Source: an optimization exercise on an open RTL-to-GDS flow (aim: small area, a short achievable clock period and few clock cycles per item). Production flows keep margins and buffers that such runs may drop. In this exercise RTL edits were held to simulation tests only and were not proved equivalent to the original.

Setup of job 101:
==> flow/design.v <==
`timescale 1ns/10ps
module dcache (
	input  logic        clk,
	input  logic        rst_n,
	input  logic        dp_ren,
	input  logic        dp_wen,
	input  logic        dp_atomic,
	input  logic        dp_halt,
	input  logic [31:0] dp_addr,
	input  logic [31:0] dp_store,
	output logic        dp_hit,
	output logic [31:0] dp_load,
	output logic        dp_flushed,
	output logic        mem_ren,
	output logic        mem_wen,
	output logic [31:0] mem_addr,
	output logic [31:0] mem_store,
	input  logic        mem_busy,
	input  logic [31:0] mem_load
);
	logic [7:0][1:0][1:0][31:0] dat_q;
	logic [7:0][1:0][25:0] tag_q;
	logic [7:0][1:0] valid_q;
	logic [7:0][1:0] dirty_q;
	logic [7:0] lru_q;
	logic res_valid_q;
	logic [31:0] res_addr_q;
	logic [1:0] cnt_q;
	logic halted_q;
	logic fl_word_q;
	logic fl_any_q;
	logic [2:0] fl_set_q;
	logic fl_way_q;
	logic [25:0] a_tag;
	logic [2:0] a_set;
	logic a_w;
	assign a_tag = dp_addr[31:6];
	assign a_set = dp_addr[5:3];
	assign a_w = dp_addr[2];
	logic flush_mode;
	logic access;
	assign flush_mode = halted_q;
	assign access = (dp_ren | dp_wen) & ~flush_mode;
	logic fl_wen;
	logic fl_clr;
	logic [15:0] dmask;
	logic fl_any;
	logic [2:0] fl_set;
	logic fl_way;
	assign fl_wen = halted_q & fl_any_q;
	assign fl_clr = fl_wen & fl_word_q & ~mem_busy;
	always_comb begin
		dmask = valid_q & dirty_q;
		if (fl_clr) begin
			dmask[{fl_set_q, fl_way_q}] = 1'b0;
		end
		fl_any = |dmask;
		fl_set = '0;
		fl_way = 1'b0;
		for (int i = 15; i >= 0; i--) begin
			if (dmask[i]) begin
				fl_set = 3'(i >> 1);
				fl_way = i[0];
			end
		end
	end
	always_ff @(posedge clk) begin
		fl_any_q <= fl_any;
		fl_set_q <= fl_set;
		fl_way_q <= fl_way;
	end
	logic [2:0] r_set;
	logic r_word;
	assign r_set = flush_mode ? fl_set_q : a_set;
	assign r_word = flush_mode ? fl_word_q : (a_w ^ cnt_q[0]);
	logic [25:0] t0, t1;
	logic [31:0] d0, d1;
	assign t0 = tag_q[r_set][0];
	assign t1 = tag_q[r_set][1];
	assign d0 = dat_q[r_set][0][r_word];
	assign d1 = dat_q[r_set][1][r_word];
	logic lru_cur;
	logic vic_dirty;
	logic [1:0] way_hit;
	logic hit;
	logic [7:0] vd_set;
	always_comb begin
		for (int s = 0; s < 8; s++) begin
			vd_set[s] = lru_q[s] ? (valid_q[s][1] & dirty_q[s][1]) : (valid_q[s][0] & dirty_q[s][0]);
		end
	end
	assign lru_cur = lru_q[a_set];
	assign vic_dirty = vd_set[a_set];
	logic [7:0][1:0] match;
	always_comb begin
		for (int s = 0; s < 8; s++) begin
			for (int w = 0; w < 2; w++) begin
				match[s][w] = valid_q[s][w] & (tag_q[s][w] == a_tag);
			end
		end
	end
	assign way_hit = match[a_set];
	assign hit = |way_hit;
	logic x_way;
	logic [25:0] x_tag;
	assign x_way = flush_mode ? fl_way_q : lru_cur;
	assign x_tag = x_way ? t1 : t0;
	logic [1:0] step;
	logic miss;
	logic is_wb;
	logic is_rd;
	logic m_word;
	logic fin;
	assign step = {cnt_q[1] | ~vic_dirty, cnt_q[0]};
	assign miss = access & ~hit;
	assign is_wb = miss & ~step[1];
	assign is_rd = miss & step[1];
	assign m_word = a_w ^ step[1] ^ step[0];
	assign fin = step[1] & step[0];
	logic res_match;
	logic store_ok;
	logic fill_done;
	logic done;
	assign res_match = res_valid_q & (res_addr_q == dp_addr);
	assign store_ok = dp_wen & (~dp_atomic | res_match);
	assign fill_done = is_rd & ~mem_busy;
	assign done = access & (hit | (fin & ~mem_busy));
	assign dp_hit = done;
	assign dp_flushed = halted_q & ~fl_any_q;
	assign mem_ren = is_rd;
	assign mem_wen = is_wb | fl_wen;
	assign mem_addr = {(flush_mode | ~step[1]) ? x_tag : a_tag, r_set,
		flush_mode ? fl_word_q : m_word, 2'b00};
	assign mem_store = x_way ? d1 : d0;
	logic [31:0] ld0, ld1;
	always_comb begin
		if (dp_wen & dp_atomic) begin
			ld0 = {31'b0, res_match};
			ld1 = {31'b0, res_match};
		end else if (fin) begin
			ld0 = mem_load;
			ld1 = mem_load;
		end else begin
			ld0 = d0;
			ld1 = d1;
		end
	end
	assign dp_load = way_hit[1] ? ld1 : ld0;
	logic use_way;
	logic [31:0] wdata;
	logic hit_wr;
	assign use_way = hit ? way_hit[1] : lru_cur;
	assign hit_wr = access & hit & store_ok;
	assign wdata = (hit | (step[0] & store_ok)) ? dp_store : mem_load;
	always_ff @(posedge clk) begin
		for (int s = 0; s < 8; s++) begin
			for (int w = 0; w < 2; w++) begin
				for (int o = 0; o < 2; o++) begin
					if (a_set == 3'(s) && use_way == 1'(w) &&
						((hit_wr && a_w == 1'(o)) || (fill_done && m_word == 1'(o)))) begin
						dat_q[s][w][o] <= wdata;
					end
				end
				if (fill_done && fin && a_set == 3'(s) && lru_cur == 1'(w)) begin
					tag_q[s][w] <= a_tag;
				end
			end
		end
		if (done && dp_ren && dp_atomic) begin
			res_addr_q <= dp_addr;
		end
	end
	always_ff @(posedge clk, negedge rst_n) begin
		if (!rst_n) begin
			valid_q <= '0;
			dirty_q <= '0;
			lru_q <= '0;
			res_valid_q <= 1'b0;
			cnt_q <= '0;
			halted_q <= 1'b0;
			fl_word_q <= 1'b0;
		end else begin
			if (dp_halt) begin
				halted_q <= 1'b1;
			end
			if (done) begin
				cnt_q <= '0;
				lru_q[a_set] <= ~use_way;
				if (!hit) begin
					valid_q[a_set][lru_cur] <= 1'b1;
					dirty_q[a_set][lru_cur] <= store_ok;
				end else if (store_ok) begin
					dirty_q[a_set][use_way] <= 1'b1;
				end
				if (dp_atomic) begin
					res_valid_q <= dp_ren;
				end else if (dp_wen && res_match) begin
					res_valid_q <= 1'b0;
				end
			end else if (miss && !mem_busy) begin
				cnt_q <= cnt_q + 2'd1;
			end
			if (fl_wen && !mem_busy) begin
				fl_word_q <= ~fl_word_q;
			end
			if (fl_clr) begin
				dirty_q[fl_set_q][fl_way_q] <= 1'b0;
			end
		end
	end
endmodule
==> flow/config.mk <==
export PLATFORM = sky130hd
export DESIGN_NAME = dcache
export DESIGN_NICKNAME = dcache
export VERILOG_FILES = /design/flow/design.v
export SDC_FILE = /design/flow/constraint.sdc
export NUM_CORES = 4
export LEC_CHECK = 0
export CAP_MARGIN = 20
export CORE_MARGIN = 2
export CORE_UTILIZATION = 60
export CTS_BUF_LIST = sky130_fd_sc_hd__clkbuf_8
export SETUP_SLACK_MARGIN = 2.0
export SLEW_MARGIN = 20
export TNS_END_PERCENT = 5
==> flow/constraint.sdc <==
create_clock -name core_clock -period 7.5 [get_ports {clk}]
set_input_delay 1.5000 -clock core_clock [delete_from_list [all_inputs] [get_ports {clk}]]
set_output_delay 1.5000 -clock core_clock [all_outputs]
set_load 0.01 [all_outputs]
run.sh (not shown) runs the stock make flow with config.mk's settings and CLKGATE_MAP_FILE= SYNTH_SCRIPT=/design/flow/synth_recipe.tcl, a recipe that flattens the netlist after the stock synthesis.
Testbench counts of job 101, summed over its fixed seeds: cycles 18,969, accesses 8,000.
What job 102 does differently from job 101 at the input level:
# job 101
export LEC_CHECK = 0
export CAP_MARGIN = 20
export CORE_MARGIN = 2
export CORE_UTILIZATION = 60
export CTS_BUF_LIST = sky130_fd_sc_hd__clkbuf_8
export SETUP_SLACK_MARGIN = 2.0
export SLEW_MARGIN = 20
export TNS_END_PERCENT = 5
create_clock -name core_clock -period 7.5 [get_ports {clk}]
# job 102
export LEC_CHECK = 0
export CAP_MARGIN = 20
export CORE_MARGIN = 2
export CORE_UTILIZATION = 60
export SETUP_SLACK_MARGIN = 2.2
export SLEW_MARGIN = 20
export TNS_END_PERCENT = 5
create_clock -name core_clock -period 7.5 [get_ports {clk}]
[summary]
Job 101 reports its critical path's slowest cell as sky130_fd_sc_hd__mux4_2 while job 102 reports sky130_fd_sc_hd__nand4_1. Job 102: done, clean on timing, DRC and antenna. [compare] base=job 101 new=job 102: number of buffers outside the clock class in the layout picked up an extra 73; multi-input combinational area share moved down; critical path buffer and inverter count saw an increase.

port drivers added, routing unchanged:
No port has a modelled driver above. Below, the same layouts with a new extraction and two added sets of constraints. Step 1 assumes that a clkbuf_16 drives the clock port and a buf_2 every other input. Step 2 moves the port delays by t, midway between the first and last clock arrival at a register: inputs arrive t later, outputs are due t later. That takes back most of the time a late clock gives input paths. Slacks: ideal / step 1 / step 2; pairs: ideal / step 1.
run	shift t [ns]	setup slack, ns	hold slack, ns
job 101	1.044	1.396 / 1.344 / 1.159	0.517 / 0.473 / 0.517
job 102	0.852	1.528 / 1.418 / 0.961	0.517 / 0.517 / 0.517
After both steps setup and hold are still met in every run listed. For job 102, which loses most, drivers alone change the setup slack by -0.110 ns; drivers and shift together by -0.567 ns.
